From an optimization exercise on the open Yosys and OpenROAD flow, aimed at small area, a short achievable clock period and few clock cycles; shortcuts taken in it are not production practice. No functional check of the RTL was part of any run shown here. Power figures rest on the tool's default switching activity, not on a simulated workload.

[design/flow/config.mk]
export PLATFORM = sky130hd
export DESIGN_NAME = outline_to_path_commands
export DESIGN_NICKNAME = outline_to_path_commands
export VERILOG_FILES = /design/flow/design.v
export SDC_FILE = /design/flow/constraint.sdc
export NUM_CORES = 4
export LEC_CHECK = 0
export CAP_MARGIN = 20
export CORE_MARGIN = 2
export CORE_UTILIZATION = 60
export CTS_BUF_LIST = sky130_fd_sc_hd__clkbuf_4 sky130_fd_sc_hd__clkbuf_8
export SETUP_SLACK_MARGIN = 2.4
export SLEW_MARGIN = 20
[design/flow/constraint.sdc]
create_clock -name core_clock -period 5.5 [get_ports {clk_i}]
set_input_delay 1.1000 -clock core_clock [delete_from_list [all_inputs] [get_ports {clk_i}]]
set_output_delay 1.1000 -clock core_clock [all_outputs]
set_load 0.01 [all_outputs]
[design/flow/design.v]
`default_nettype none
module otpc_decode (
  input  wire logic         clk_i,
  input  wire logic         rst_ni,
  input  wire logic         acc_i,
  input  wire logic [15:0]  px_i,
  input  wire logic [15:0]  py_i,
  input  wire logic         on_i,
  input  wire logic         cubic_i,
  input  wire logic         cend_i,
  input  wire logic         oend_i,
  output logic              d_vld_o,    
  output logic [13:0]       d_desc_o,   
  output logic [1:0]        d_rem_o,    
  output logic              k0_conic_o,
  output logic              k0_cubic_o,
  output logic [31:0]       s_o,
  output logic [31:0]       p0_o,
  output logic [31:0]       p1_o,
  output logic [31:0]       x_o
);
  localparam logic [1:0] REM_NONE  = 2'd0;
  localparam logic [1:0] REM_CURVE = 2'd1;   
  localparam logic [1:0] REM_CLOSE = 2'd2;   
  localparam logic [1:0] REM_ERR   = 2'd3;   
  localparam logic [13:0] D_MOVE   = {3'd0, 2'd0, 4'b1000, 3'b000, 2'b00};
  localparam logic [13:0] D_LINE   = {3'd1, 2'd0, 4'b1000, 3'b000, 2'b00};
  localparam logic [13:0] D_QUADON = {3'd2, 2'd0, 4'b0010, 3'b100, 2'b00};
  localparam logic [13:0] D_QUADCC = {3'd2, 2'd0, 4'b0010, 3'b010, 2'b00};
  localparam logic [13:0] D_CUBIC  = {3'd3, 2'd0, 4'b0010, 3'b010, 2'b10};
  localparam logic [13:0] D_CLQUAD = {3'd2, 2'd0, 4'b1000, 3'b001, 2'b00};
  localparam logic [13:0] D_CLLINE = {3'd1, 2'd0, 4'b0001, 3'b000, 2'b00};
  localparam logic [13:0] D_ERRQ   = {3'd5, 2'd1, 4'b0000, 3'b000, 2'b00};
  localparam logic [13:0] D_ERRC   = {3'd5, 2'd2, 4'b0000, 3'b000, 2'b00};
  logic [15:0] sx_q, sy_q, p0x_q, p0y_q, p1x_q, p1y_q, xx_q, xy_q;
  logic k0n_q, k0c_q, k1c_q, k1o_q, k2o_q;
  logic open_q, drop_q;
  logic p_on, p_cub, p_con, endc;
  assign p_on  = on_i;
  assign p_cub = !on_i && cubic_i;
  assign p_con = !on_i && !cubic_i;
  assign endc  = cend_i | oend_i;
  function automatic logic [15:0] next_p1(input logic [15:0] a, input logic [15:0] p,
                                          input logic conic);
    logic [15:0] t, g, pp, gn, pn;
    logic        t16, neg;
    t   = conic ? (a ^ p) : 16'd0;
    g   = conic ? (a & p) : a;
    pp  = t;
    t16 = t[15];
    for (int d = 1; d < 16; d = d * 2) begin
      gn = g;
      pn = pp;
      for (int i = d; i < 16; i++) begin
        gn[i] = g[i] | (pp[i] & g[i-d]);
        pn[i] = pp[i] & pp[i-d];
      end
      g  = gn;
      pp = pn;
    end
    neg = t16 ^ g[15];
    for (int j = 0; j < 16; j++) begin
      next_p1[j] = ((j == 15) ? t16 : t[j+1]) ^ (g[j] | (pp[j] & neg));
    end
  endfunction
  logic [15:0] p1x_d, p1y_d;
  assign p1x_d = next_p1(p0x_q, px_i, k0n_q);
  assign p1y_d = next_p1(p0y_q, py_i, k0n_q);
  logic        k0on;
  logic        err3q, err3c, err3;
  logic        cl_err;
  logic [13:0] cmd3;
  logic        has3;
  logic [13:0] clk_desc;
  assign k0on = !k0n_q && !k0c_q;
  always_comb begin
    err3q = k0n_q && p_cub;
    err3c = k0c_q && ((p_on && !(k1c_q && k2o_q)) || p_con || (p_cub && !k1o_q));
    err3  = err3q | err3c;
    has3  = 1'b1;
    cmd3  = D_LINE;
    if (k0n_q && p_on)                       cmd3 = D_QUADON;
    else if (k0n_q && p_con)                 cmd3 = D_QUADCC;
    else if (k0c_q && p_on)                  cmd3 = D_CUBIC;
    else if (k0on && p_on)                   cmd3 = D_LINE;
    else                                     has3 = 1'b0;
    cl_err = p_cub && !(open_q && k0c_q);
    if (p_con)      clk_desc = D_CLQUAD;
    else if (p_cub) clk_desc = D_ERRC;    
    else            clk_desc = D_CLLINE;
    d_vld_o  = 1'b0;
    d_desc_o = D_MOVE;
    d_rem_o  = REM_NONE;
    if (drop_q) begin
      d_vld_o = 1'b0;
    end else if (!open_q) begin
      d_vld_o  = 1'b1;
      d_desc_o = D_MOVE;
      if (endc) d_rem_o = cl_err ? REM_ERR : REM_CURVE;
    end else if (err3) begin
      d_vld_o  = 1'b1;
      d_desc_o = err3q ? D_ERRQ : D_ERRC;
    end else if (has3) begin
      d_vld_o  = 1'b1;
      d_desc_o = cmd3;
      if (endc) d_rem_o = cl_err ? REM_ERR : REM_CURVE;
    end else if (endc) begin
      d_vld_o = 1'b1;
      if (cl_err) begin
        d_desc_o = D_ERRC;
      end else begin
        d_desc_o = p_con ? D_CLQUAD : {3'd3, 2'd0, 4'b0100, 3'b100, 2'b01};
        d_rem_o  = REM_CLOSE;
      end
    end
  end
  always_ff @(posedge clk_i or negedge rst_ni) begin
    if (!rst_ni) begin
      open_q <= 1'b0;
      drop_q <= 1'b0;
    end else if (acc_i) begin
      if (drop_q) begin
        drop_q <= !oend_i;
      end else if (!open_q) begin
        open_q <= !endc;
        drop_q <= endc && cl_err && !oend_i;
      end else begin
        open_q <= !(err3 || endc);
        drop_q <= (err3 || (endc && cl_err)) && !oend_i;
      end
    end
  end
  always_ff @(posedge clk_i) begin
    if (acc_i) begin
      p0x_q <= px_i;
      p0y_q <= py_i;
      p1x_q <= p1x_d;
      p1y_q <= p1y_d;
      xx_q  <= k0n_q ? p0x_q : p1x_q;
      xy_q  <= k0n_q ? p0y_q : p1y_q;
      if (!open_q) begin
        sx_q  <= px_i;
        sy_q  <= py_i;
      end
      k0n_q <= p_con;
      k0c_q <= p_cub;
      k1c_q <= open_q && k0c_q;
      k1o_q <= !open_q || k0on || (k0n_q && p_con);
      k2o_q <= !open_q || k1o_q;
    end
  end
  assign k0_conic_o = k0n_q;
  assign k0_cubic_o = k0c_q;
  assign s_o  = {sx_q, sy_q};
  assign p0_o = {p0x_q, p0y_q};
  assign p1_o = {p1x_q, p1y_q};
  assign x_o  = {xx_q, xy_q};
endmodule
`default_nettype wire
`default_nettype none
module otpc_outbuf (
  input  wire logic         clk_i,
  input  wire logic         rst_ni,
  input  wire logic         acc_i,
  input  wire logic         d_vld_i,
  input  wire logic [13:0]  d_desc_i,
  input  wire logic [1:0]   d_rem_i,
  input  wire logic         k0_conic_i,
  input  wire logic         k0_cubic_i,
  input  wire logic [31:0]  s_i,
  input  wire logic [31:0]  p0_i,
  input  wire logic [31:0]  p1_i,
  input  wire logic [31:0]  x_i,
  output logic              more_o,     
  output logic              out_valid_o,
  input  wire logic         out_stall_i,
  output logic [2:0]        cmd_o,
  output logic [1:0]        err_o,
  output logic [31:0]       a_o,
  output logic [31:0]       b_o,
  output logic [31:0]       c_o,
  output logic              last_o
);
  localparam logic [1:0] REM_NONE  = 2'd0;
  localparam logic [1:0] REM_CURVE = 2'd1;
  localparam logic [1:0] REM_CLOSE = 2'd2;
  localparam logic [1:0] REM_ERR   = 2'd3;
  localparam logic [13:0] D_CLQUAD = {3'd2, 2'd0, 4'b1000, 3'b001, 2'b00};
  localparam logic [13:0] D_CLCUB  = {3'd3, 2'd0, 4'b0100, 3'b100, 2'b01};
  localparam logic [13:0] D_CLLINE = {3'd1, 2'd0, 4'b0001, 3'b000, 2'b00};
  localparam logic [13:0] D_CLOSE  = {3'd4, 2'd0, 4'b0000, 3'b000, 2'b00};
  localparam logic [13:0] D_ERRC   = {3'd5, 2'd2, 4'b0000, 3'b000, 2'b00};
  logic        vld_q;
  logic [1:0]  rem_q;
  logic [13:0] desc_q;
  logic [13:0] desc_d;
  logic [8:0]  sely_q;   
  logic        take;
  assign take = vld_q && !out_stall_i;
  always_ff @(posedge clk_i or negedge rst_ni) begin
    if (!rst_ni) begin
      vld_q <= 1'b0;
      rem_q <= REM_NONE;
    end else if (acc_i) begin
      vld_q <= d_vld_i;
      rem_q <= d_vld_i ? d_rem_i : REM_NONE;
    end else if (take) begin
      vld_q <= (rem_q != REM_NONE);
      case (rem_q)
        REM_CURVE: rem_q <= REM_CLOSE;
        default:   rem_q <= REM_NONE;
      endcase
    end
  end
  always_comb begin
    desc_d = desc_q;
    if (acc_i) begin
      desc_d = d_desc_i;
    end else if (take) begin
      case (rem_q)
        REM_CURVE: desc_d = k0_conic_i ? D_CLQUAD : (k0_cubic_i ? D_CLCUB : D_CLLINE);
        REM_CLOSE: desc_d = D_CLOSE;
        default:   desc_d = D_ERRC;
      endcase
    end
  end
  always_ff @(posedge clk_i) begin
    desc_q <= desc_d;
  end
  always_ff @(posedge clk_i or negedge rst_ni) begin
    if (!rst_ni) begin
      sely_q <= '0;
    end else begin
      sely_q <= desc_d[8:0];
    end
  end
  assign more_o      = (rem_q != REM_NONE);
  assign out_valid_o = vld_q;
  assign last_o      = (rem_q == REM_NONE);
  assign cmd_o       = desc_q[13:11];
  assign err_o       = desc_q[10:9];
  logic [8:0] sy;
  assign sy = sely_q;
  assign a_o[31:16] = ({16{desc_q[8]}} & p0_i[31:16]) | ({16{desc_q[7]}} & p1_i[31:16]) |
                      ({16{desc_q[6]}} & x_i[31:16])  | ({16{desc_q[5]}} & s_i[31:16]);
  assign b_o[31:16] = ({16{desc_q[4]}} & p0_i[31:16]) | ({16{desc_q[3]}} & p1_i[31:16]) |
                      ({16{desc_q[2]}} & s_i[31:16]);
  assign c_o[31:16] = ({16{desc_q[1]}} & p0_i[31:16]) | ({16{desc_q[0]}} & s_i[31:16]);
  assign a_o[15:0]  = ({16{sy[8]}} & p0_i[15:0]) | ({16{sy[7]}} & p1_i[15:0]) |
                      ({16{sy[6]}} & x_i[15:0])  | ({16{sy[5]}} & s_i[15:0]);
  assign b_o[15:0]  = ({16{sy[4]}} & p0_i[15:0]) | ({16{sy[3]}} & p1_i[15:0]) |
                      ({16{sy[2]}} & s_i[15:0]);
  assign c_o[15:0]  = ({16{sy[1]}} & p0_i[15:0]) | ({16{sy[0]}} & s_i[15:0]);
endmodule
`default_nettype wire
`default_nettype none
module outline_to_path_commands (
  input  wire logic                 clk_i,
  input  wire logic                 rst_ni,
  input  wire logic                 in_valid_i,
  output logic                      in_stall_o,
  input  wire logic signed [15:0]   point_x_i,
  input  wire logic signed [15:0]   point_y_i,
  input  wire logic                 on_curve_i,
  input  wire logic                 cubic_control_i,
  input  wire logic                 contour_end_i,
  input  wire logic                 outline_end_i,
  output logic                      out_valid_o,
  input  wire logic                 out_stall_i,
  output logic [2:0]                command_o,
  output logic [1:0]                error_kind_o,
  output logic signed [15:0]        ax_o,
  output logic signed [15:0]        ay_o,
  output logic signed [15:0]        bx_o,
  output logic signed [15:0]        by_o,
  output logic signed [15:0]        cx_o,
  output logic signed [15:0]        cy_o,
  output logic                      run_last_o
);
  logic        acc;
  logic        more;
  logic        d_vld;
  logic [13:0] d_desc;
  logic [1:0]  d_rem;
  logic        k0_conic, k0_cubic;
  logic [31:0] s, p0, p1, x;
  logic [31:0] a, b, c;
  assign in_stall_o = more || (out_valid_o && out_stall_i);
  assign acc        = in_valid_i && !in_stall_o;
  otpc_decode u_decode (
    .clk_i      (clk_i),
    .rst_ni     (rst_ni),
    .acc_i      (acc),
    .px_i       (point_x_i),
    .py_i       (point_y_i),
    .on_i       (on_curve_i),
    .cubic_i    (cubic_control_i),
    .cend_i     (contour_end_i),
    .oend_i     (outline_end_i),
    .d_vld_o    (d_vld),
    .d_desc_o   (d_desc),
    .d_rem_o    (d_rem),
    .k0_conic_o (k0_conic),
    .k0_cubic_o (k0_cubic),
    .s_o        (s),
    .p0_o       (p0),
    .p1_o       (p1),
    .x_o        (x)
  );
  otpc_outbuf u_outbuf (
    .clk_i       (clk_i),
    .rst_ni      (rst_ni),
    .acc_i       (acc),
    .d_vld_i     (d_vld),
    .d_desc_i    (d_desc),
    .d_rem_i     (d_rem),
    .k0_conic_i  (k0_conic),
    .k0_cubic_i  (k0_cubic),
    .s_i         (s),
    .p0_i        (p0),
    .p1_i        (p1),
    .x_i         (x),
    .more_o      (more),
    .out_valid_o (out_valid_o),
    .out_stall_i (out_stall_i),
    .cmd_o       (command_o),
    .err_o       (error_kind_o),
    .a_o         (a),
    .b_o         (b),
    .c_o         (c),
    .last_o      (run_last_o)
  );
  assign ax_o = a[31:16];
  assign ay_o = a[15:0];
  assign bx_o = b[31:16];
  assign by_o = b[15:0];
  assign cx_o = c[31:16];
  assign cy_o = c[15:0];
endmodule
`default_nettype wire
[design/flow/run.sh]
#!/bin/bash
# synth_recipe.tcl (not shown) runs the flow's synth.tcl, then flattens the netlist and writes it again
# the make line also repeats each setting of config.mk as NAME=value (left out here)
make -C /OpenROAD-flow-scripts/flow DESIGN_CONFIG=/design/flow/config.mk WORK_HOME=/design/flow/orfs CLKGATE_MAP_FILE= SYNTH_SCRIPT=/design/flow/synth_recipe.tcl finish
==> out/results.ini, run 1 <==
[grt]
antenna_found_initial = 0
grt_remaining_overflow = 0
grt_max_degree = 39
grt_pass1_vias = 8234
grt_pass1_wl_um = 43000
track_usage = 0.336

[detailed_routing]
dr.pass1.iters = 7
drt-total-wl_um = 29500
via_per_inst = 6.89
drc_errors = 0
vias = 8648
first_iter_violations = 1134
wl_per_cell_um = 23.5
antenna_left = 0

[placement]
dp_cells = 1161
hpwl_um = 17900
gp_congestion = 0.970
portBuffers = 143

[yosys]
syn_inst = 856
syn_nets = 931
ys_types = 82
synth_seq_cells = 161
synth.yosys.seq_area_share = 0.498
yosysMostFrequentCell = edfxtp_1
yosys_warnings = 2
yosysTopAreaCellShare = 0.441
synth_area_leaders = edfxtp_1 44%, a22oi_1 5.4%, mux2_2 5.0%, ha_1 4.7%, dfrtp_1 3.7%
synthTopCellsByCount = 138 x edfxtp_1, 87 x nand2_1, 67 x a22oi_1
syn_avg_cell_area_um2 = 11.0
synth-edff-count = 138
yosysTopAreaCell = edfxtp_1
synth_ff_type = edfxtp_1
async_reset_ff_frac = 0.0870
synthesis.area_um2 = 9400

[clocking]
clk_latency_ns = 0.47
cts_tree = done
cts_root_buf = clkbuf_8
numCtsBuffers = 17
clock_sinks = 161
path_clk_slew_ns = 0.08
cts_hold_buf = 0
ctsHtreeMaxLevel = 4
cts_buffer_depth = 2

[final_layout]
regArea_um2 = 4710
fillers = 888
drive_gt1_frac = 0.265
nets = 1107
n_antenna_cell = 0
final_cells = 1256
multi_input_area_um2 = 4900
area_growth_pct = 32.7

[floorplanning]
core-area_um2 = 15300
die-area_um2 = 16700
fp.dieW_um = 129
start_util = 0.616
ioPinCount = 144
chipHeight_um = 129
row_count = 45

[pwr]
pwr-share-comb = 0.085
p_sw_mw = 0.563
power_frac_seq = 0.534
max-vdd-ir-drop_uv = 160
switching_share = 0.228
power_frac_clock = 0.381
p_leak_nw = 4.92
p_int_mw = 1.90
power_density_nw_per_um2 = 198

[timing]
fin_crit_sh = 0.584
final.setup.tns_ns = 0
slew_viol_final = 0
hold_viol = 0
timing.fmax_mhz = 311
min_period_ns = 3.21
setup_viol = 0
relSlewSlack = 0.351
fin_hold_ws_ns = 0.543
finClkSkew_ns = 0.0139
rsz0062_at_grt = yes
tightest_slew_ns = 0.968

[min_path]
hp-class = reg -> reg

[setup_path]
critPathLaunchType = primary input
crit_path_top_delay_cell = o32ai_4
end_kind = flop
crit_required_ns = 5.72
path_class = in -> reg
cp.arrival_ns = 3.44
path_cells = clkdlybuf4s15_1, ha_4, a21oi_1, o221a_1, o32ai_4, o21ai_2, buf_4, a31oi_4, o21bai_1, or2_1, a31o_1
cp_num_buf_inv = 2
slowest_delay_ns = 0.33
critPathMaxFanout = 4
critPathTopFamily = compound AO/OA/AOI/OAI gates

[job]
max-cap-violations = 0

[status]
status = finished clean

[power groups by stage]
| stage | Sequential [mW] | Combinational, mW | Clock (mW) |
|---|---|---|---|
| 2_1_floorplan | 1.35 | 0.109 | 0 |
| 3_3_place_gp | 1.35 | 0.170 | 0 |
| 3_5_place_dp | 1.35 | 0.175 | 0 |
| 4_1_cts | 1.32 | 0.189 | 0.942 |
| 5_1_grt | 1.32 | 0.224 | 0.990 |
| 6_report | 1.32 | 0.210 | 0.940 |
[cell usage in the layout (no fill, tap or decap), drive strengths merged, types with 12 or more instances in the layout]
cell type	netlist	final
a22o	34	34
nor2	39	39
nand2	88	88
a21o	17	17
inv	50	53
edfxtp	138	138
dlygate4sd2	0	30
nand3	18	18
and3	12	12
ha	35	35
mux2	43	43
a222oi	33	33
clkdlybuf4s50	0	92
dfrtp	14	14
buf	20	78
o21ai	21	21
clkbuf	40	30
a22oi	67	67
a21oi	45	45
[flip-flops by register name, summed over array words and instances, names as in the netlist, 2 cells and up]
register         cells
u_decode.p1y_q      16
u_decode.xy_q       16
u_decode.p1x_q      16
u_decode.sy_q       16
u_decode.xx_q       16
u_decode.p0x_q      16
u_outbuf.rem_q       2
u_outbuf.desc_q     14
u_outbuf.sely_q      9
u_decode.p0y_q      16
u_decode.sx_q       16
[stage by stage]
stage,worst slack (ns),util,cell area (µm²),power [mW]
after floorplan,1.75,-,9690,1.46
after global placement,1.57,0.732,11200,1.52
after detailed placement,1.52,0.736,11200,1.52
after CTS,2.33,0.795,12100,2.45
after global routing,2.21,0.817,12500,2.53
final,2.29,0.817,12500,2.47
[layer usage]
| metal | track usage | vias up | share of wire |
|---|---|---|---|
| li1 | - | 3701 | - |
| met1 | 0.414 | 4165 | 0.36 |
| met2 | 0.574 | 662 | 0.50 |
| met3 | 0.0590 | 120 | 0.099 |
| met4 | 0.162 | 0 | 0.040 |
| met5 | 0 | - | 0 |
[final timing paths]
path / from / to / slack, ns / depth (start not counted)
worst max-delay path: point_x_i[7] / u_decode.p1x_q[2]$_DFFE_PP_ / 2.29 / 11
worst min-delay path: u_outbuf.rem_q[1]$_DFFE_PN0P_ / u_outbuf.rem_q[1]$_DFFE_PN0P_ / 0.54 / 2
worst max register to register: u_decode.p0x_q[13]$_DFFE_PP_ / u_decode.p1x_q[2]$_DFFE_PP_ / 2.57 / 11
worst min register to register: u_outbuf.rem_q[1]$_DFFE_PN0P_ / u_outbuf.rem_q[1]$_DFFE_PN0P_ / 0.54 / 2
max in group asynchronous: rst_ni / u_outbuf.sely_q[4]$_DFF_PN0_ / 3.95 / 1
min in group asynchronous: rst_ni / u_decode.open_q$_DFFE_PN0P_ / 1.05 / 1
[final cells by class]
class                   instances  area share
clock buffers                  21      0.0222
clock inverters                11      0.0121
inverters                      50      0.0154
multi-input cells             585       0.393
flip-flops and latches        161       0.378
well taps                     211      0.0212
repair buffers                216       0.158
repair inverters                1    0.000401
[repair_timing]
action                                  in CTS  in global routing
pin swaps                                   33                 35
endpoints found under the hold margin        0                  0
endpoints found under the setup margin     147                 53
cloned                                       0                  1
resized for setup                          128                 45
setup buffers                               29                 33
[worst min-delay path, cell delays in order, from the launching register on]
cell	delay, ns
dfrtp_1	0.37
a21oi_1	0.08
nand2_1	0.06
[cell families (layout without fill, tap and decap cells)]
| logic type | after synthesis | in the layout | synth area share |
|---|---|---|---|
| AO/OA/AOI/OAI | 287 | 287 | 0.236 |
| AND/OR/NAND/NOR | 201 | 201 | 0.101 |
| flip-flops | 161 | 161 | 0.498 |
| buffers and inverters | 110 | 299 | 0.0493 |
| multiplexers | 45 | 45 | 0.0537 |
| adder cells (fa/ha/maj) | 35 | 35 | 0.0466 |
| XOR/XNOR | 17 | 17 | 0.0158 |
==> run 2, diff against run 1 <==
--- a/design/flow/config.mk
+++ b/design/flow/config.mk
@@ -7,7 +7,6 @@
 export LEC_CHECK = 0
 export CAP_MARGIN = 20
 export CORE_MARGIN = 2
-export CORE_UTILIZATION = 60
-export CTS_BUF_LIST = sky130_fd_sc_hd__clkbuf_4 sky130_fd_sc_hd__clkbuf_8
+export CORE_UTILIZATION = 40
 export SETUP_SLACK_MARGIN = 2.4
 export SLEW_MARGIN = 20
==> out/results.ini, run 2 <==
[grt]
antenna_found_initial = 0  ; unchanged
grt_max_degree = 49  ; +26%
grt_pass1_vias = 7823  ; -5.0%
grt_remaining_overflow = 0  ; unchanged
grt_pass1_wl_um = 41900  ; -2.5%
track_usage = 0.220  ; -0.115

[final_layout]
drive_gt1_frac = 0.257  ; -0.00826
n_antenna_cell = 0  ; unchanged
fillers = 2029  ; +130%
final_cells = 1347  ; +7.2%
area_growth_pct = 35.1
multi_input_area_um2 = 4940  ; +0.82%
layout_commonest_cell = edfxtp_1
nets = 1090  ; -1.5%
regArea_um2 = 4720  ; +0.11%
final_cell_mix = 138 x edfxtp_1, 93 x clkdlybuf4s50_1, 83 x nand2_1

[detailed_routing]
drc_errors = 0  ; unchanged
drt-total-wl_um = 27400  ; -7.0%
via_per_inst = 5.86  ; -15%
vias = 7890  ; -8.8%
antenna_left = 0  ; unchanged
first_iter_violations = 653  ; -42%
dr.pass1.iters = 8  ; +1
wl_per_cell_um = 20.4  ; -13%

[timing]
final.setup.tns_ns = 0  ; unchanged
timing.fmax_mhz = 318  ; +2.3%
slew_viol_final = 0  ; unchanged
relSlewSlack = 0.549  ; +0.198
rsz0062_at_grt = yes
setup_viol = 0  ; unchanged
fin_hold_ws_ns = 0.548  ; +0.00452 ns
min_period_ns = 3.14  ; -0.0731 ns
tightest_slew_ns = 0.674  ; -0.294 ns
finClkSkew_ns = 0.0114  ; -0.00252 ns
hold_viol = 0  ; unchanged
fin_crit_sh = 0.571  ; -0.0133

[floorplanning]
row_count = 56  ; +24%
die-area_um2 = 24700  ; +48%
chipHeight_um = 157  ; +22%
ioPinCount = 144  ; unchanged
start_util = 0.404  ; -0.212
fp.dieW_um = 157  ; +22%
core-area_um2 = 23300  ; +52%

[pwr]
power_density_nw_per_um2 = 210  ; +6.3%
max-vdd-ir-drop_uv = 218  ; +36%
power.total_mw = 2.67  ; +8.2%
p_leak_nw = 5.03  ; +2.3%

[clocking]
clock_sinks = 161  ; unchanged
ctsHtreeMaxLevel = 4  ; unchanged
cts_root_buf = clkbuf_16
cts_tree = done
cts_buffer_depth = 2  ; unchanged
path_clk_slew_ns = 0.07  ; about the same
clk_latency_ns = 0.43  ; -0.04 ns
numCtsBuffers = 17  ; unchanged
cts_hold_buf = 0  ; unchanged

[placement]
hpwl_um = 17900  ; -0.21%
gp_congestion = 0.848  ; -13%
portBuffers = 143  ; unchanged
dp_cells = 1266  ; +9.0%

[setup_path]
end_kind = flop
slowest_delay_ns = 0.44  ; +0.11 ns
path_cells = dlygate4sd2_1, ha_4, and3_1, o2111a_2, or3_4, o2111ai_4, nand3_2, o21a_1, o311ai_2
cp.arrival_ns = 3.38  ; -0.06 ns
critPathLaunchType = primary input
critPathMaxFanout = 5  ; +1
crit_path_top_delay_cell = or3_4
crit_required_ns = 5.74  ; +0.02 ns
path_class = in -> reg

[yosys]
synthesis.area_um2 = 9400  ; unchanged
synthTopCellsByCount = 138 x edfxtp_1, 87 x nand2_1, 67 x a22oi_1
syn_nets = 931  ; unchanged
yosysMostFrequentCell = edfxtp_1
synth.yosys.seq_area_share = 0.498  ; unchanged
synth_ff_type = edfxtp_1
syn_inst = 856  ; unchanged
synth_area_leaders = edfxtp_1 44%, a22oi_1 5.4%, mux2_2 5.0%, ha_1 4.7%, dfrtp_1 3.7%
synth-edff-count = 138  ; unchanged
ys_types = 82  ; unchanged
async_reset_ff_frac = 0.0870  ; unchanged
synth_seq_cells = 161  ; unchanged
yosys_warnings = 2  ; unchanged
syn_avg_cell_area_um2 = 11.0  ; unchanged
yosysTopAreaCell = edfxtp_1
yosysTopAreaCellShare = 0.441  ; unchanged

[status]
status = finished clean

[job]
max-cap-violations = 0  ; unchanged

[min_path]
hp-class = reg -> reg

## run 2: cell counts after synthesis
Identical to the previous run, type by type.
## run 2: per-layer routing
layer | GRT usage | part of all wire
met5 | 0 | 0
met1 | 0.283 | 0.42
met3 | 0.0322 | 0.069
met4 | 0.105 | 0.027
met2 | 0.366 | 0.49
## run 2: worst max-delay path: cells and delay by family
kind | cells | cell delay [ns]
adders and majority gates | 1 | 0.27
buffers and inverters | 1 | 0.28
AOI/OAI and AO/OA | 4 | 0.91
and+or+nand+nor | 3 | 0.81
## run 2: worst paths after layout
kind	startpoint	end	slack [ns]	cells after the start
worst max-delay path	point_y_i[10]	u_decode.p1y_q[14]$_DFFE_PP_	2.36	9
worst min-delay path	u_outbuf.rem_q[1]$_DFFE_PN0P_	u_outbuf.rem_q[1]$_DFFE_PN0P_	0.55	2
worst max register to register	u_decode.p0y_q[7]$_DFFE_PP_	u_decode.p1y_q[4]$_DFFE_PP_	2.61	10
worst min register to register	u_outbuf.rem_q[1]$_DFFE_PN0P_	u_outbuf.rem_q[1]$_DFFE_PN0P_	0.55	2
max in group asynchronous	rst_ni	u_outbuf.sely_q[3]$_DFF_PN0_	3.91	1
min in group asynchronous	rst_ni	u_outbuf.vld_q$_DFFE_PN0P_	1.08	1
## run 2: power breakdown
part	switching, mW	internal (mW)	total, mW	leakage [nW]
Sequential	0	1.32	1.32	1.48
Combinational	0.104	0.101	0.206	3.27
Clock	0.524	0.622	1.15	0.279
## run 2: kinds of logic (layout without fill, tap and decap cells)
logic type | Yosys count | after routing | share of synthesized area
AOI/OAI and AO/OA | 287 | 287 | 0.236
and+or+nand+nor | 201 | 201 | 0.101
DFF | 161 | 161 | 0.498
buffers and inverters | 110 | 282 | 0.0493
muxes | 45 | 45 | 0.0537
adders and majority gates | 35 | 35 | 0.0466
xor gates and xnor gates | 17 | 17 | 0.0158
## run 2: layout make-up
type	count	share of cell area
tap	319	0.0314
clock buffer	19	0.0358
timing repair buffer	200	0.148
multi-input combinational	585	0.389
clock inverter	13	0.00877
sequential	161	0.372
inverter	50	0.0151
## run 2: timing repair
action | 4_1_cts | 5_1_grt
setup buffers | 22 | 27
pin swaps | 36 | 54
gates resized for setup | 110 | 80
endpoints found under the setup margin | 125 | 54
## run 2: per-stage QoR
step                setup WS (ns)  instance area, µm²   util
finish                       2.36               12700  0.546
global route                 2.29               12700  0.546
CTS                          2.34               12300  0.530
detailed placement           1.52               11300  0.486
global placement             1.56               11300  0.486
floorplan                    1.75                9690      -
==> run 3, diff against run 2 <==
==> design/flow/flow/run.sh (new file) <==
#!/bin/bash
# The standard layout, with the ports buffered by plain buf_2 cells rather
# than the delay cells buffer_ports picks on its own.
set -euo pipefail
bash standard.sh "BUFFER_PORTS_ARGS=-buffer_cell sky130_fd_sc_hd__buf_2" finish > make_finish.log 2>&1
==> design/flow/standard.sh (new file) <==
#!/bin/bash
# synth_recipe.tcl (not shown) runs the flow's synth.tcl, then flattens the netlist and writes it again
# the make line also repeats each setting of config.mk as NAME=value (left out here)
make -C /OpenROAD-flow-scripts/flow DESIGN_CONFIG=/design/flow/config.mk WORK_HOME=/design/flow/orfs CLKGATE_MAP_FILE= SYNTH_SCRIPT=/design/flow/synth_recipe.tcl "${@:-finish}"
removed: design/flow/run.sh
==> out/results.ini, run 3 <==
[timing]
setup_viol = 0  ; unchanged
finClkSkew_ns = 0.0113  ; -0.0000598 ns
rsz0062_at_grt = yes
final.setup.tns_ns = 0  ; unchanged
fin_hold_ws_ns = 0.542  ; -0.00569 ns
min_period_ns = 3.07  ; -0.0677 ns
hold_viol = 0  ; unchanged
slew_viol_final = 0  ; unchanged
relSlewSlack = 0.216  ; -0.333
worst_slack_ns = 2.43  ; +0.0677 ns
tightest_slew_ns = 1.17  ; +0.495 ns
timing.fmax_mhz = 325  ; +2.2%
fin_crit_sh = 0.559  ; -0.0123

[pwr]
p_sw_mw = 0.677  ; +7.8%
max-vdd-ir-drop_uv = 235  ; +7.7%
power.total_mw = 2.69  ; +0.85%
power_frac_clock = 0.447  ; +0.018
p_leak_nw = 4.74  ; -5.8%
power_frac_seq = 0.490  ; -0.004
pwr-share-comb = 0.062  ; -0.015
switching_share = 0.252  ; +0.0162
p_int_mw = 2.01  ; -1.3%
power_density_nw_per_um2 = 237  ; +13%

[min_path]
holdPathEnd = u_decode.k2o_q$_DFFE_PP_
hp-start = u_decode.k1o_q$_DFFE_PP_
hp-class = reg -> reg
hold_path_depth = 1  ; -1

[detailed_routing]
vias = 7649  ; -3.1%
via_per_inst = 5.85  ; about the same
first_iter_violations = 861  ; +32%
dr.pass1.iters = 6  ; -2
drt-total-wl_um = 26400  ; -3.8%
drc_errors = 0  ; unchanged
antenna_left = 0  ; unchanged
wl_per_cell_um = 20.2  ; -0.88%

[clocking]
cts_tree = done
ctsHtreeMaxLevel = 4  ; unchanged
cts_hold_buf = 0  ; unchanged
clk_latency_ns = 0.44  ; about the same
cts_buffer_depth = 2  ; unchanged
cts_root_buf = clkbuf_16
numCtsBuffers = 17  ; unchanged
clock_sinks = 161  ; unchanged
path_clk_slew_ns = 0.07  ; about the same

[yosys]
synth_seq_cells = 161  ; unchanged
yosysMostFrequentCell = edfxtp_1
synth_ff_type = edfxtp_1
ys_types = 82  ; unchanged
yosys_warnings = 2  ; unchanged
synthesis.area_um2 = 9400  ; unchanged
synth.area.mux_share = 0.0537  ; unchanged
syn_nets = 931  ; unchanged
synth_top_family_by_area = compound AO/OA/AOI/OAI gates
synth_compound_area_frac = 0.236  ; unchanged
synthTopCellsByCount = 138 x edfxtp_1, 87 x nand2_1, 67 x a22oi_1
synth.yosys.seq_area_share = 0.498  ; unchanged
async_reset_ff_frac = 0.0870  ; unchanged
yosysTopAreaCellShare = 0.441  ; unchanged
yosysTopAreaCell = edfxtp_1
synth-edff-count = 138  ; unchanged
synth_xor_xnor_area_share = 0.0158  ; unchanged
synth_adder_area_share = 0.0466  ; unchanged
syn_inst = 856  ; unchanged
syn_avg_cell_area_um2 = 11.0  ; unchanged
yosys.area_share.simple = 0.101  ; unchanged
synth_area_leaders = edfxtp_1 44%, a22oi_1 5.4%, mux2_2 5.0%, ha_1 4.7%, dfrtp_1 3.7%

[final_layout]
drive_gt1_frac = 0.304  ; +0.0468
n_antenna_cell = 0  ; unchanged
area_growth_pct = 21.0
post-route-util = 0.489  ; -0.0572
final_cells = 1307  ; -3.0%
layout_commonest_cell = buf_2
fillers = 2168  ; +6.9%
final_cell_area_um2 = 11400  ; -10%
nets = 1050  ; -3.7%
final_cell_mix = 142 x buf_2, 138 x edfxtp_1, 85 x nand2_1

[setup_path]
r2r_start = u_decode.p0y_q[9]$_DFFE_PP_
end_kind = flop
path_class = in -> reg
crit_required_ns = 5.67  ; -0.07 ns
r2r_end = u_decode.p1y_q[7]$_DFFE_PP_
critPathMaxFanout = 4  ; -1
regToRegSetupSlack_ns = 2.61  ; about the same
startpoint = point_y_i[7]
cp.arrival_ns = 3.25  ; -0.13 ns
cp_num_buf_inv = 2  ; +1
critPathLaunchType = primary input
crit_path_top_delay_cell = or4_4
critPathTopFamily = simple AND/OR/NAND/NOR gates
reg2regPathDepth = 10  ; unchanged
slowest_delay_ns = 0.55  ; +0.11 ns
cp_common_cell = o211ai_1
path_cells = buf_2, ha_4, a21oi_4, o211ai_1, and2_4, or4_4, buf_4, o211ai_1, a31oi_1, o2111ai_1, nand3_1

[grt]
grt_remaining_overflow = 0  ; unchanged
track_usage = 0.212  ; -0.00789
grt_pass1_vias = 7297  ; -6.7%
grt_pass1_wl_um = 40200  ; -4.0%
grt_max_degree = 46  ; -6.1%
antenna_found_initial = 1  ; +1

[placement]
place_ws_ns = 1.96  ; +0.443 ns
hpwl_um = 17400  ; -2.4%
place_area_um2 = 10600  ; -6.4%
dp_cells = 1265  ; -0.079%
gp_congestion = 0.859  ; +1.3%
portBuffers = 143  ; unchanged

[floorplanning]
chipHeight_um = 157  ; unchanged
row_count = 56  ; unchanged
fp.dieW_um = 157  ; unchanged
ioPinCount = 144  ; unchanged
die-area_um2 = 24700  ; unchanged
start_util = 0.404  ; unchanged
core-area_um2 = 23300  ; unchanged

[status]
status = finished clean

[job]
max-cap-violations = 0  ; unchanged

-- run 3: cell counts after synthesis --
No cell type changed its count.
-- run 3: final cells by class --
type | instances | area [µm²] | share of cell area
clock inverters | 15 | 181 | 0.0160
well taps | 319 | 399 | 0.0351
inverters | 50 | 191 | 0.0168
flip-flops and latches | 161 | 4680 | 0.411
repair buffers | 159 | 858 | 0.0755
repair inverters | 1 | 5.00 | 0.000440
multi-input cells | 585 | 4630 | 0.407
clock buffers | 17 | 425 | 0.0374
-- run 3: kinds of logic after synthesis --
group                    count (synthesis)
buffers and inverters                  110
adder cells (fa/ha/maj)                 35
XOR/XNOR                                17
AO/OA/AOI/OAI                          287
AND/OR/NAND/NOR                        201
multiplexers                            45
flip-flops                             161
-- run 3: how the worst max path moves through the flow --
| stage | end | slack (ns) | cells after the start |
|---|---|---|---|
| finish | u_decode.p1y_q[7]$_DFFE_PP_ | 2.43 | 11 |
| global route | u_decode.p1y_q[14]$_DFFE_PP_ | 2.32 | 10 |
| CTS | u_decode.p1x_q[8]$_DFFE_PP_ | 2.40 | 9 |
| detailed placement | u_outbuf.rem_q[0]$_DFFE_PN0P_ | 1.96 | 7 |
| global placement | u_decode.p1y_q[14]$_DFFE_PP_ | 1.96 | 10 |
| floorplan | u_outbuf.desc_q[10]$_DFFE_PP_ | 1.75 | 5 |
-- run 3: repair_timing --
item | 4_1_cts | 5_1_grt
setup endpoints to repair | 0 | 37
setup buffers | 0 | 9
endpoints found under the hold margin | 0 | 0
gates resized for setup | 0 | 19
-- run 3: power groups by stage --
stage	registers (mW)	clock network (mW)	logic (mW)
floorplan	1.35	0	0.109
global placement	1.35	0	0.158
detailed placement	1.35	0	0.159
CTS	1.32	1.23	0.160
global route	1.32	1.27	0.187
finish	1.32	1.20	0.168
-- run 3: per-layer routing --
| metal | track usage | share of wire | vias to the layer above |
|---|---|---|---|
| met5 | 0 | 0.00068 | - |
| met3 | 0.0328 | 0.071 | 41 |
| met4 | 0.0797 | 0.021 | 2 |
| met1 | 0.278 | 0.42 | 3693 |
| li1 | - | - | 3599 |
| met2 | 0.355 | 0.49 | 314 |
==> run 4, diff against run 3 <==
--- a/design/flow/config.mk
+++ b/design/flow/config.mk
@@ -8,5 +8,5 @@
 export CAP_MARGIN = 20
 export CORE_MARGIN = 2
 export CORE_UTILIZATION = 40
-export SETUP_SLACK_MARGIN = 2.4
+export SETUP_SLACK_MARGIN = 3.0
 export SLEW_MARGIN = 20
==> out/results.ini, run 4 <==
[clocking]
clock_sinks = 161  ; unchanged
path_clk_slew_ns = 0.07  ; about the same
cts_root_buf = clkbuf_16
cts_tree = done
clk_latency_ns = 0.45  ; about the same
cts_buffer_depth = 2  ; unchanged
cts_hold_buf = 0  ; unchanged
numCtsBuffers = 17  ; unchanged
ctsHtreeMaxLevel = 4  ; unchanged

[yosys]
synth_seq_cells = 161  ; unchanged
synth.yosys.seq_area_share = 0.498  ; unchanged
synth_top_family_by_area = compound AO/OA/AOI/OAI gates
synth_area_leaders = edfxtp_1 44%, a22oi_1 5.4%, mux2_2 5.0%, ha_1 4.7%, dfrtp_1 3.7%
syn_nets = 931  ; unchanged
async_reset_ff_frac = 0.0870  ; unchanged
yosysMostFrequentCell = edfxtp_1
yosysTopAreaCellShare = 0.441  ; unchanged
synth_xor_xnor_area_share = 0.0158  ; unchanged
synthesis.area_um2 = 9400  ; unchanged
synthTopCellsByCount = 138 x edfxtp_1, 87 x nand2_1, 67 x a22oi_1
synth.area.mux_share = 0.0537  ; unchanged
synth-edff-count = 138  ; unchanged
synth_ff_type = edfxtp_1
yosys.area_share.simple = 0.101  ; unchanged
yosysTopAreaCell = edfxtp_1
syn_avg_cell_area_um2 = 11.0  ; unchanged
synth_adder_area_share = 0.0466  ; unchanged
yosys_warnings = 2  ; unchanged
syn_inst = 856  ; unchanged
ys_types = 82  ; unchanged
synth_compound_area_frac = 0.236  ; unchanged

[grt]
grt_pass1_wl_um = 44600  ; +11%
grt_pass1_vias = 7864  ; +7.8%
antenna_found_initial = 2  ; +1
grt_max_degree = 125  ; +170%
grt_remaining_overflow = 0  ; unchanged
track_usage = 0.239  ; +0.0266

[setup_path]
end_kind = flop
critPathLaunchType = primary input
cp.arrival_ns = 3.16  ; -0.09 ns
critPathMaxFanout = 6  ; +2
crit_required_ns = 5.68  ; about the same
path_class = in -> reg

[final_layout]
nets = 1140  ; +8.6%
final_cells = 1397  ; +6.9%
drive_gt1_frac = 0.474  ; +0.170
n_antenna_cell = 0  ; unchanged
area_growth_pct = 39.8
final_cell_mix = 138 x edfxtp_1, 132 x buf_2, 78 x nand2_1
layout_commonest_cell = edfxtp_1

[pwr]
max-vdd-ir-drop_uv = 205  ; -13%
power_density_nw_per_um2 = 207  ; -12%
p_leak_nw = 5.37  ; +13%

[detailed_routing]
drc_errors = 0  ; unchanged
antenna_left = 0  ; unchanged
first_iter_violations = 961  ; +12%
wl_per_cell_um = 21.7  ; +7.3%
dr.pass1.iters = 7  ; +1
drt-total-wl_um = 30200  ; +15%
vias = 8231  ; +7.6%
via_per_inst = 5.89  ; +0.68%

[timing]
setup_viol = 0  ; unchanged
tightest_slew_ns = 0.667  ; -0.502 ns
rsz0062_at_grt = yes
hold_viol = 0  ; unchanged
fin_crit_sh = 0.542  ; -0.0168
timing.fmax_mhz = 336  ; +3.1%
finClkSkew_ns = 0.0154  ; +0.00406 ns
slew_viol_final = 0  ; unchanged
relSlewSlack = 0.553  ; +0.336
min_period_ns = 2.98  ; -0.0924 ns
final.setup.tns_ns = 0  ; unchanged

[floorplanning]
start_util = 0.404  ; unchanged
ioPinCount = 144  ; unchanged
fp.dieW_um = 157  ; unchanged
chipHeight_um = 157  ; unchanged
die-area_um2 = 24700  ; unchanged
core-area_um2 = 23300  ; unchanged
row_count = 56  ; unchanged

[status]
status = finished clean

[placement]
portBuffers = 143  ; unchanged
gp_congestion = 0.822  ; -4.4%
dp_cells = 1263  ; -0.16%
hpwl_um = 17400  ; -0.10%

[min_path]
hp-class = in -> async

[job]
max-cap-violations = 0  ; unchanged

run 4: critical path, cell delays in order:
cell       delay (ns)
buf_6            0.10
ha_4             0.24
a21oi_2          0.15
o211ai_1         0.14
and2_4           0.20
or4_4            0.48
o2111ai_4        0.25
nand3_2          0.16
o211ai_1         0.22
o311ai_2         0.12
run 4: path summary, 6_finish.rpt:
path,slack [ns],from,depth (start not counted),to
max,2.52,point_y_i[9],10,u_decode.p1y_q[14]$_DFFE_PP_
min,0.55,rst_ni,1,u_outbuf.vld_q$_DFFE_PN0P_
max reg2reg,2.67,u_decode.p0y_q[9]$_DFFE_PP_,9,u_decode.p1y_q[14]$_DFFE_PP_
min reg2reg,0.55,u_outbuf.rem_q[1]$_DFFE_PN0P_,2,u_outbuf.rem_q[1]$_DFFE_PN0P_
max in group asynchronous,4.64,rst_ni,1,u_outbuf.sely_q[6]$_DFF_PN0_
min in group core_clock,0.56,u_outbuf.rem_q[1]$_DFFE_PN0P_,2,u_outbuf.rem_q[1]$_DFFE_PN0P_
run 4: cell families (layout without fill, tap and decap cells):
kind of cell | count (synthesis) | after routing
and+or+nand+nor | 201 | 201
adders and majority gates | 35 | 35
DFF | 161 | 161
buffers and inverters | 110 | 332
xor gates and xnor gates | 17 | 17
AOI/OAI and AO/OA | 287 | 287
muxes | 45 | 45
run 4: layout make-up:
class,instances,area [µm²]
fillers,1992,10100
multi-input cells,585,5330
flip-flops and latches,161,4730
repair buffers,249,1900
clock buffers,17,425
well taps,319,399
inverters,50,194
clock inverters,15,148
repair inverters,1,5.00
run 4: repair_timing:
| action | CTS | global route |
|---|---|---|
| pin swaps | 79 | 66 |
| setup buffers | 73 | 27 |
| endpoints found under the setup margin | 195 | 220 |
| resized for setup | 147 | 104 |
| gates cloned | 0 | 2 |
run 4: stage by stage:
| step | setup slack [ns] | area [µm²] | hold slack (ns) | utilization | total power, mW |
|---|---|---|---|---|---|
| detailed placement | 1.98 | 10600 | 0.526 | 0.458 | 1.51 |
| global route | 2.40 | 13100 | 0.580 | 0.565 | 2.81 |
| CTS | 2.56 | 12400 | 0.543 | 0.533 | 2.70 |
| global placement | 2.02 | 10600 | 0.516 | 0.458 | 1.51 |
| finish | 2.52 | 13100 | 0.555 | 0.565 | 2.72 |
| floorplan | 1.75 | 9770 | 0.488 | - | 1.46 |
run 4: where the power goes:
part	internal (mW)	total, mW	switching [mW]	leakage [nW]
clock network	0.634	1.18	0.546	0.273
registers	1.32	1.32	0	1.48
logic	0.114	0.226	0.113	3.62
run 4: layer usage:
metal,vias up,routed length (µm),GRT usage
met5,-,11,0
li1,3771,-,-
met1,4009,12600,0.313
met3,66,2360,0.0498
met2,383,14400,0.393
met4,2,827,0.0844
==> run 5, diff against run 4 <==
--- a/design/flow/config.mk
+++ b/design/flow/config.mk
@@ -8,5 +8,5 @@
 export CAP_MARGIN = 20
 export CORE_MARGIN = 2
 export CORE_UTILIZATION = 40
-export SETUP_SLACK_MARGIN = 3.0
+export SETUP_SLACK_MARGIN = 2.7
 export SLEW_MARGIN = 20
==> out/results.ini, run 5 <==
[timing]
min_period_ns = 3.05  ; +0.0671 ns
rsz0062_at_grt = yes
tightest_slew_ns = 0.758  ; +0.0907 ns
fin_crit_sh = 0.554  ; +0.0122
final.setup.tns_ns = 0  ; unchanged
finClkSkew_ns = 0.0109  ; -0.00453 ns
timing.fmax_mhz = 328  ; -2.2%
fin_hold_ws_ns = 0.546  ; -0.00855 ns
relSlewSlack = 0.495  ; -0.0580
setup_viol = 0  ; unchanged
hold_viol = 0  ; unchanged
slew_viol_final = 0  ; unchanged

[job]
max-cap-violations = 0  ; unchanged

[clocking]
clk_latency_ns = 0.44  ; about the same
cts_tree = done
cts_buffer_depth = 2  ; unchanged
path_clk_slew_ns = 0.07  ; about the same
clock_sinks = 161  ; unchanged
ctsHtreeMaxLevel = 4  ; unchanged
cts_root_buf = clkbuf_16
numCtsBuffers = 17  ; unchanged

[pwr]
power.total_mw = 2.75  ; +0.79%
switching_share = 0.245  ; +0.00272
power_density_nw_per_um2 = 223  ; +7.8%
power_frac_seq = 0.480  ; -0.004
pwr-share-comb = 0.078  ; -0.005
p_sw_mw = 0.672  ; +1.9%
p_int_mw = 2.07  ; +0.43%
max-vdd-ir-drop_uv = 198  ; -3.0%
p_leak_nw = 5.09  ; -5.3%
power_frac_clock = 0.442  ; +0.009

[setup_path]
path_class = in -> reg
end_kind = flop
crit_required_ns = 5.69  ; about the same
critPathLaunchType = primary input
cp.arrival_ns = 3.24  ; +0.08 ns
critPathMaxFanout = 4  ; -2

[yosys]
async_reset_ff_frac = 0.0870  ; unchanged
yosysMostFrequentCell = edfxtp_1
syn_inst = 856  ; unchanged
ys_types = 82  ; unchanged
synthTopCellsByCount = 138 x edfxtp_1, 87 x nand2_1, 67 x a22oi_1
syn_avg_cell_area_um2 = 11.0  ; unchanged
synth.yosys.seq_area_share = 0.498  ; unchanged
synth-edff-count = 138  ; unchanged
yosysTopAreaCell = edfxtp_1
synth_area_leaders = edfxtp_1 44%, a22oi_1 5.4%, mux2_2 5.0%, ha_1 4.7%, dfrtp_1 3.7%
yosysTopAreaCellShare = 0.441  ; unchanged
synth_ff_type = edfxtp_1
yosys_warnings = 2  ; unchanged
syn_nets = 931  ; unchanged
synthesis.area_um2 = 9400  ; unchanged
synth_seq_cells = 161  ; unchanged

[detailed_routing]
antenna_left = 0  ; unchanged
drt-total-wl_um = 28400  ; -6.0%
vias = 7956  ; -3.3%
wl_per_cell_um = 20.9  ; -3.5%
drc_errors = 0  ; unchanged
via_per_inst = 5.85  ; -0.78%
dr.pass1.iters = 8  ; +1
first_iter_violations = 761  ; -21%

[min_path]
hp-class = reg -> reg

[floorplanning]
start_util = 0.404  ; unchanged
chipHeight_um = 157  ; unchanged
row_count = 56  ; unchanged
die-area_um2 = 24700  ; unchanged
core-area_um2 = 23300  ; unchanged
ioPinCount = 144  ; unchanged
fp.dieW_um = 157  ; unchanged

[grt]
grt_remaining_overflow = 0  ; unchanged
antenna_found_initial = 1  ; -1
grt_pass1_wl_um = 42000  ; -5.8%
grt_pass1_vias = 7539  ; -4.1%
grt_max_degree = 125  ; unchanged
track_usage = 0.223  ; -0.0155

[status]
status = finished clean

[final_layout]
layout_commonest_cell = edfxtp_1
final_cell_area_um2 = 12300  ; -6.5%
nets = 1104  ; -3.2%
area_growth_pct = 30.7
post-route-util = 0.528  ; -0.0366
final_cell_mix = 138 x edfxtp_1, 133 x buf_2, 81 x nand2_1
n_antenna_cell = 0  ; unchanged
drive_gt1_frac = 0.396  ; -0.0777

[placement]
portBuffers = 143  ; unchanged
place_area_um2 = 10600  ; about the same
hpwl_um = 17100  ; -1.9%
gp_congestion = 0.849  ; +3.3%

## run 5: worst max-delay path: stages
cell	delay, ns
buf_8	0.10
ha_4	0.30
nand3_4	0.09
buf_4	0.16
buf_4	0.12
buf_4	0.12
buf_4	0.12
buf_4	0.12
buf_4	0.12
o21bai_1	0.22
o21ai_2	0.12
o21bai_1	0.20
xor2_1	0.09
mux2_4	0.25
## run 5: timing repair
item / 4_1_cts / 5_1_grt
endpoints found under the hold margin: 0 / 0
setup buffers: 43 / 23
pin swaps: 53 / 26
hold buffers: 0 / 0
resized for setup: 73 / 49
setup endpoints to repair: 104 / 41
cloned: 0 / 1
## run 5: logic make-up after synthesis
group	share of synthesized area
compound gates	0.236
flops	0.498
fa+ha+maj	0.0466
mux	0.0537
xor+xnor	0.0158
simple gates	0.101
buf+inv	0.0493
## run 5: final cells by class
class / count / area [µm²]
clock buffer: 17 / 425
clock inverter: 15 / 165
fill: 2083 / 11000
inverter: 50 / 194
multi-input combinational: 585 / 4980
sequential: 161 / 4710
tap: 319 / 399
timing repair buffer: 214 / 1410
## run 5: power by group through the flow
| stage | registers, mW | logic (mW) | clock network, mW |
|---|---|---|---|
| 2_1_floorplan | 1.35 | 0.113 | 0 |
| 3_3_place_gp | 1.35 | 0.164 | 0 |
| 3_5_place_dp | 1.35 | 0.165 | 0 |
| 4_1_cts | 1.32 | 0.194 | 1.23 |
| 5_1_grt | 1.32 | 0.233 | 1.28 |
| 6_report | 1.32 | 0.215 | 1.21 |
## run 5: metrics by stage
stage	setup slack, ns	instances
6_report	2.45	1361
5_1_grt	2.43	1361
4_1_cts	2.53	1337
3_5_place_dp	1.97	1262
3_3_place_gp	2.02	1262
2_1_floorplan	1.75	856
## run 5: routing by layer
layer | wire [µm] | vias up | part of all wire | track usage
met4 | 427 | 2 | 0.015 | 0.0602
met5 | 13 | - | 0.00046 | 0
met1 | 12200 | 3871 | 0.43 | 0.301
met3 | 2060 | 42 | 0.072 | 0.0438
met2 | 13700 | 338 | 0.48 | 0.369
li1 | - | 3703 | - | -
## run 5: worst paths after layout
kind,cells past startpoint,slack [ns],startpoint,to
min in group asynchronous,1,0.56,rst_ni,u_outbuf.sely_q[4]$_DFF_PN0_
setup / recovery,14,2.45,point_x_i[7],u_decode.p1x_q[9]$_DFFE_PP_
setup reg to reg,13,2.64,u_decode.k0n_q$_DFFE_PP_,u_decode.p1x_q[9]$_DFFE_PP_
max in group asynchronous,1,4.66,rst_ni,u_outbuf.sely_q[2]$_DFF_PN0_
hold / removal,2,0.55,u_outbuf.rem_q[1]$_DFFE_PN0P_,u_outbuf.rem_q[1]$_DFFE_PN0P_
hold reg to reg,2,0.55,u_outbuf.rem_q[1]$_DFFE_PN0P_,u_outbuf.rem_q[1]$_DFFE_PN0P_
==> run 6, diff against run 5 <==
--- a/design/flow/design.v
+++ b/design/flow/design.v
@@ -285,18 +285,37 @@
   logic        k0_conic, k0_cubic;
   logic [31:0] s, p0, p1, x;
   logic [31:0] a, b, c;
-  assign in_stall_o = more || (out_valid_o && out_stall_i);
-  assign acc        = in_valid_i && !in_stall_o;
+  logic [35:0] pt_q;
+  logic        vld_q;
+  logic        take_in;
+  assign acc        = vld_q && !more && !(out_valid_o && out_stall_i);
+  assign in_stall_o = vld_q && !acc;
+  assign take_in    = in_valid_i && !in_stall_o;
+  always_ff @(posedge clk_i or negedge rst_ni) begin
+    if (!rst_ni) begin
+      vld_q <= 1'b0;
+    end else if (take_in) begin
+      vld_q <= 1'b1;
+    end else if (acc) begin
+      vld_q <= 1'b0;
+    end
+  end
+  always_ff @(posedge clk_i) begin
+    if (take_in) begin
+      pt_q <= {point_x_i, point_y_i, on_curve_i, cubic_control_i, contour_end_i,
+               outline_end_i};
+    end
+  end
   otpc_decode u_decode (
     .clk_i      (clk_i),
     .rst_ni     (rst_ni),
     .acc_i      (acc),
-    .px_i       (point_x_i),
-    .py_i       (point_y_i),
-    .on_i       (on_curve_i),
-    .cubic_i    (cubic_control_i),
-    .cend_i     (contour_end_i),
-    .oend_i     (outline_end_i),
+    .px_i       (pt_q[35:20]),
+    .py_i       (pt_q[19:4]),
+    .on_i       (pt_q[3]),
+    .cubic_i    (pt_q[2]),
+    .cend_i     (pt_q[1]),
+    .oend_i     (pt_q[0]),
     .d_vld_o    (d_vld),
     .d_desc_o   (d_desc),
     .d_rem_o    (d_rem),
--- a/design/flow/config.mk
+++ b/design/flow/config.mk
@@ -8,5 +8,5 @@
 export CAP_MARGIN = 20
 export CORE_MARGIN = 2
 export CORE_UTILIZATION = 40
-export SETUP_SLACK_MARGIN = 2.7
+export SETUP_SLACK_MARGIN = 2.4
 export SLEW_MARGIN = 20
==> out/results.ini, run 6 <==
[detailed_routing]
drt-total-wl_um = 28000  ; -1.6%
wl_per_cell_um = 20.9  ; -0.16%
dr.pass1.iters = 6  ; -2
first_iter_violations = 672  ; -12%
antenna_left = 0  ; unchanged
vias = 7817  ; -1.7%
via_per_inst = 5.83  ; -0.28%
drc_errors = 0  ; unchanged

[final_layout]
final_cells = 1341  ; -1.5%
final_cell_mix = 174 x edfxtp_1, 143 x buf_2, 75 x nand2_1
final_cell_area_um2 = 12100  ; -1.9%
top_register = pt_q
layout_commonest_cell = edfxtp_1
nets = 1068  ; -3.3%
drive_gt1_frac = 0.260  ; -0.136
largest_register_ffs = 36
n_antenna_cell = 0  ; unchanged
area_growth_pct = 15.6

[yosys]
synth_seq_cells = 198  ; +23%
synth.yosys.seq_area_share = 0.554  ; +0.0568
ys_types = 69  ; -16%
synth_area_leaders = edfxtp_1 50%, mux2_2 5.7%, a22oi_1 4.8%, ha_1 4.2%, dfrtp_1 3.6%
async_reset_ff_frac = 0.0758  ; -0.0112
yosysMostFrequentCell = edfxtp_1
synth_ff_type = edfxtp_1
syn_nets = 948  ; +1.8%
yosysTopAreaCell = edfxtp_1
yosysTopAreaCellShare = 0.501  ; +0.0600
yosys_warnings = 3  ; +1
syn_inst = 873  ; +2.0%
synth-edff-count = 174  ; +26%
synthTopCellsByCount = 174 x edfxtp_1, 76 x nand2_1, 67 x a22oi_1
synthesis.area_um2 = 10400  ; +11%
syn_avg_cell_area_um2 = 11.9  ; +8.8%

[clocking]
clock_sinks = 198  ; +23%
cts_hold_buf = 0  ; unchanged
cts_root_buf = clkbuf_16
numCtsBuffers = 17  ; unchanged
clk_latency_ns = 0.44  ; about the same
cts_buffer_depth = 2  ; unchanged
path_clk_slew_ns = 0.06  ; about the same
ctsHtreeMaxLevel = 4  ; unchanged
cts_tree = done

[setup_path]
end_kind = primary output
reg2regPathDepth = 9  ; -4
startpoint = u_outbuf.desc_q[4]$_DFF_P_
critPathLaunchType = flop
critPathMaxFanout = 17  ; +13
r2r_end = u_decode.p1y_q[12]$_DFFE_PP_
cp.arrival_ns = 1.98  ; -1.26 ns
crit_required_ns = 4.40  ; -1.29 ns
path_class = reg -> out
cp-endpoint = bx_o[5]
regToRegSetupSlack_ns = 2.48  ; -0.16 ns
r2r_start = u_decode.p0y_q[13]$_DFFE_PP_

[timing]
finClkSkew_ns = 0.0154  ; +0.00459 ns
tightest_slew_ns = 0.943  ; +0.185 ns
hold_viol = 0  ; unchanged
rsz0062_at_grt = yes
slew_viol_final = 0  ; unchanged
setup_viol = 0  ; unchanged
min_period_ns = 3.08  ; +0.0374 ns
relSlewSlack = 0.370  ; -0.124
fin_crit_sh = 0.561  ; +0.00681
final.setup.tns_ns = 0  ; unchanged
timing.fmax_mhz = 324  ; -1.2%
fin_hold_ws_ns = 0.483  ; -0.0629 ns

[placement]
hpwl_um = 18000  ; +5.2%
dp_cells = 1301  ; +3.1%
gp_congestion = 0.885  ; +4.3%
portBuffers = 143  ; unchanged
place_area_um2 = 11400  ; +7.3%

[pwr]
power_density_nw_per_um2 = 234  ; +4.5%
p_leak_nw = 4.91  ; -3.5%
max-vdd-ir-drop_uv = 168  ; -15%
power.total_mw = 2.81  ; +2.5%

[job]
max-cap-violations = 0  ; unchanged

[grt]
grt_remaining_overflow = 0  ; unchanged
use_met3 = 0.0350  ; -0.00881
antenna_found_initial = 0  ; -1
gr-max-usage-layer = met2
grt_use_met2 = 0.349  ; -0.0196
track_usage = 0.204  ; -0.0191
grt_use_met1 = 0.260  ; -0.0405
grt_pass1_vias = 7469  ; -0.93%
grt_max_degree = 64  ; -49%
grt_pass1_wl_um = 42100  ; +0.13%

[floorplanning]
fp.dieW_um = 165  ; +5.2%
start_util = 0.404  ; about the same
die-area_um2 = 27400  ; +11%
chipHeight_um = 165  ; +5.2%
row_count = 59  ; +5.4%
ioPinCount = 144  ; unchanged
core-area_um2 = 25800  ; +11%

[status]
status = finished clean

[min_path]
hp-class = reg -> reg

## run 6: metal layers
layer | vias to the layer above | share of wire | routed length [µm]
met2 | 280 | 0.50 | 14000
met4 | 0 | 0.024 | 667
met1 | 3828 | 0.42 | 11600
met3 | 42 | 0.060 | 1690
li1 | 3667 | - | -
met5 | - | 0 | 0
## run 6: cells by family (layout without fill, tap and decap cells)
kind of cell	after synthesis	in the layout	share of synthesized area
mux	54	54	0.0582
simple gates	181	181	0.0824
compound gates	275	275	0.201
fa+ha+maj	35	35	0.0420
flops	198	198	0.554
buf+inv	106	239	0.0418
xor+xnor	24	24	0.0202
## run 6: how the worst min path moves through the flow
stage	to	from	slack, ns	depth (start not counted)
global placement	u_decode.p0y_q[13]$_DFFE_PP_	pt_q[17]$_DFFE_PP_	0.46	0
CTS	u_decode.sy_q[13]$_DFFE_PP_	pt_q[17]$_DFFE_PP_	0.48	0
floorplan	u_decode.drop_q$_DFFE_PN0P_	pt_q[0]$_DFFE_PP_	0.44	1
global route	u_decode.sx_q[5]$_DFFE_PP_	pt_q[25]$_DFFE_PP_	0.50	0
detailed placement	u_decode.p0x_q[5]$_DFFE_PP_	pt_q[25]$_DFFE_PP_	0.47	0
finish	u_decode.sx_q[5]$_DFFE_PP_	pt_q[25]$_DFFE_PP_	0.48	0
## run 6: critical path, cell delays in order (launching register included)
cell and delay, ns:
dfxtp_1 0.60, a222oi_1 0.71, inv_1 0.07, buf_2 0.15
## run 6: timing repair
action	CTS	global route
endpoints found under the hold margin	0	0
gates resized for setup	0	9
pin swaps	1	1
setup endpoints to repair	2	18
buffers inserted	1	7
## run 6: area by class of cell
| class | count | area (µm²) |
|---|---|---|
| clock buffer | 21 | 440 |
| clock inverter | 11 | 101 |
| fill | 2384 | 13800 |
| inverter | 49 | 188 |
| multi-input combinational | 569 | 4280 |
| sequential | 198 | 5780 |
| tap | 335 | 419 |
| timing repair buffer | 158 | 848 |
## run 6: power breakdown
part	leakage (nW)	internal, mW	switching (mW)
Sequential	1.82	1.61	0.000000000000000347
Combinational	2.84	0.00976	0.00704
Clock	0.255	0.626	0.558
## run 6: stage by stage
stage / setup slack [ns] / utilization
after detailed placement: 2.30 / 0.442
after CTS: 2.41 / 0.463
final: 2.42 / 0.467
after floorplan: 1.75 / -
after global placement: 2.37 / 0.442
after global routing: 2.34 / 0.467
==> run 7, diff against run 6 <==
--- a/design/flow/config.mk
+++ b/design/flow/config.mk
@@ -8,5 +8,5 @@
 export CAP_MARGIN = 20
 export CORE_MARGIN = 2
 export CORE_UTILIZATION = 40
-export SETUP_SLACK_MARGIN = 2.4
+export SETUP_SLACK_MARGIN = 2.9
 export SLEW_MARGIN = 20
==> out/results.ini, run 7 <==
[status]
status = finished clean

[yosys]
synth_area_leaders = edfxtp_1 50%, mux2_2 5.7%, a22oi_1 4.8%, ha_1 4.2%, dfrtp_1 3.6%
synthesis.area_um2 = 10400  ; unchanged
yosysTopAreaCellShare = 0.501  ; unchanged
synth_ff_type = edfxtp_1
synth.yosys.seq_area_share = 0.554  ; unchanged
yosysMostFrequentCell = edfxtp_1
synth-edff-count = 174  ; unchanged
syn_avg_cell_area_um2 = 11.9  ; unchanged
syn_nets = 948  ; unchanged
yosysTopAreaCell = edfxtp_1
synthTopCellsByCount = 174 x edfxtp_1, 76 x nand2_1, 67 x a22oi_1
yosys_warnings = 3  ; unchanged
synth_seq_cells = 198  ; unchanged
syn_inst = 873  ; unchanged
ys_types = 69  ; unchanged
async_reset_ff_frac = 0.0758  ; unchanged

[timing]
finClkSkew_ns = 0.0135  ; -0.00199 ns
setup_viol = 0  ; unchanged
hold_viol = 0  ; unchanged
final.setup.tns_ns = 0  ; unchanged
min_period_ns = 2.83  ; -0.256 ns
worst_slack_ns = 2.67  ; +0.256 ns
rsz0062_at_grt = yes
slew_viol_final = 0  ; unchanged
fin_crit_sh = 0.514  ; -0.0465
tightest_slew_ns = 1.03  ; +0.0898 ns
timing.fmax_mhz = 354  ; +9.0%
fin_hold_ws_ns = 0.495  ; +0.0119 ns
relSlewSlack = 0.311  ; -0.0590

[setup_path]
critPathMaxFanout = 4  ; -13
crit_required_ns = 5.68  ; +1.28 ns
critPathLaunchType = flop
cp.arrival_ns = 3.01  ; +1.03 ns
end_kind = flop
path_class = reg -> reg

[detailed_routing]
drt-total-wl_um = 31100  ; +11%
drc_errors = 0  ; unchanged
first_iter_violations = 842  ; +25%
dr.pass1.iters = 7  ; +1
antenna_left = 0  ; unchanged
wl_per_cell_um = 21.4  ; +2.8%
vias = 8387  ; +7.3%
via_per_inst = 5.78  ; -0.84%

[final_layout]
top_register = pt_q
layout_commonest_cell = edfxtp_1
final_cell_mix = 174 x edfxtp_1, 139 x buf_2, 79 x buf_4
final_cell_area_um2 = 14200  ; +18%
n_antenna_cell = 0  ; unchanged
drive_gt1_frac = 0.461  ; +0.200
nets = 1178  ; +10%
area_growth_pct = 36.2
largest_register_ffs = 36  ; unchanged
final_cells = 1451  ; +8.2%

[floorplanning]
fp.dieW_um = 165  ; unchanged
row_count = 59  ; unchanged
start_util = 0.404  ; unchanged
core-area_um2 = 25800  ; unchanged
chipHeight_um = 165  ; unchanged
ioPinCount = 144  ; unchanged
die-area_um2 = 27400  ; unchanged

[pwr]
power_frac_clock = 0.424  ; +0.004
switching_share = 0.202  ; +0.00108
pwr-share-comb = 0.006  ; about the same
power_frac_seq = 0.570  ; -0.004
p_leak_nw = 5.68  ; +16%
max-vdd-ir-drop_uv = 167  ; -1.1%
power_density_nw_per_um2 = 199  ; -15%
p_sw_mw = 0.570  ; +0.83%
p_int_mw = 2.25  ; +0.15%

[clocking]
ctsHtreeMaxLevel = 4  ; unchanged
numCtsBuffers = 17  ; unchanged
clk_latency_ns = 0.43  ; about the same
path_clk_slew_ns = 0.08  ; +0.02 ns
cts_buffer_depth = 2  ; unchanged
clock_sinks = 198  ; unchanged
cts_root_buf = clkbuf_16
cts_tree = done
cts_hold_buf = 0  ; unchanged

[grt]
antenna_found_initial = 0  ; unchanged
grt_remaining_overflow = 0  ; unchanged
grt_max_degree = 67  ; +4.7%
grt_pass1_wl_um = 44600  ; +6.1%
grt_pass1_vias = 8007  ; +7.2%
track_usage = 0.215  ; +0.0105

[placement]
hpwl_um = 18200  ; +1.5%
gp_congestion = 0.855  ; -3.4%
place_ws_ns = 1.99  ; -0.314 ns
dp_cells = 1301  ; unchanged
place_area_um2 = 11500  ; +0.60%
portBuffers = 143  ; unchanged

[job]
max-cap-violations = 0  ; unchanged

[min_path]
hp-class = reg -> reg

-- run 7: cell count changes in the layout (fill, tap and decap cells not counted), moves of 9 or more --
cell	previous run	this run
dfrtp_1	15	6
buf_4	12	79
ha_1	33	4
dfxtp_4	0	9
a22oi_2	0	36
a22oi_1	67	31
buf_12	1	12
ha_4	1	26
a21oi_1	44	27
a21oi_2	0	13
buf_6	2	33
-- run 7: cells by family (layout without fill, tap and decap cells) --
family,Yosys count,count (layout),synth area share
compound gates,275,275,0.201
flops,198,198,0.554
simple gates,181,181,0.0824
buf+inv,106,349,0.0418
mux,54,54,0.0582
fa+ha+maj,35,35,0.0420
xor+xnor,24,24,0.0202
-- run 7: critical path, stage by stage (launching register included) --
cell       delay (ns)
edfxtp_1         0.50
ha_4             0.34
nand2_4          0.05
a2111oi_4        0.36
buf_4            0.17
a221o_1          0.22
o21ai_1          0.08
o211ai_1         0.23
a311oi_2         0.20
xnor2_1          0.17
mux2_4           0.26
-- run 7: stage by stage --
step           power (mW)   util
2_1_floorplan        1.65      -
3_3_place_gp         1.66  0.445
3_5_place_dp         1.66  0.445
4_1_cts              2.85  0.513
5_1_grt              2.91  0.550
6_report             2.82  0.550
-- run 7: cell type report --
class / count / area (µm²)
multi-input cells: 569 / 5230
fillers: 2197 / 11600
clock buffers: 22 / 485
well taps: 335 / 419
flip-flops and latches: 198 / 5840
repair buffers: 267 / 1960
clock inverters: 10 / 72.6
repair inverters: 1 / 5.00
inverters: 49 / 188
-- run 7: final timing paths --
kind	start	to	slack (ns)	cells after the start
worst max-delay path	pt_q[19]$_DFFE_PP_	u_decode.p1y_q[11]$_DFFE_PP_	2.67	10
worst min-delay path	pt_q[0]$_DFFE_PP_	u_decode.drop_q$_DFFE_PN0P_	0.50	1
worst max register to register	pt_q[19]$_DFFE_PP_	u_decode.p1y_q[11]$_DFFE_PP_	2.67	10
worst min register to register	pt_q[0]$_DFFE_PP_	u_decode.drop_q$_DFFE_PN0P_	0.50	1
max in group asynchronous	rst_ni	u_outbuf.sely_q[1]$_DFF_PN0_	4.61	1
min in group asynchronous	rst_ni	u_outbuf.vld_q$_DFFE_PN0P_	0.57	1
-- run 7: per-layer routing --
metal | up-vias | global-route usage | share of wire
met5 | - | 0 | 0
met4 | 0 | 0.0619 | 0.020
met3 | 37 | 0.0400 | 0.058
met2 | 289 | 0.367 | 0.51
met1 | 4185 | 0.279 | 0.41
li1 | 3876 | - | -
-- run 7: timing repair --
action	in CTS	in global routing
buffers inserted	75	42
setup endpoints to repair	217	92
pin swaps	60	87
resized for setup	126	124
gates cloned	1	0
-- run 7: power groups by stage --
stage / clock (mW) / combinational, mW / sequential (mW)
floorplan: 0 / 0.000206 / 1.65
global placement: 0 / 0.0162 / 1.65
detailed placement: 0 / 0.0165 / 1.65
CTS: 1.22 / 0.0173 / 1.61
global route: 1.28 / 0.0191 / 1.61
finish: 1.20 / 0.0174 / 1.61

Setup slack of run 7, layout unchanged: 2.672 ns with ideal ports, 2.637 ns with driving cells assumed (clock clkbuf_16, inputs buf_2), 2.489 ns with port delays also shifted by the 0.474 ns mid clock arrival.
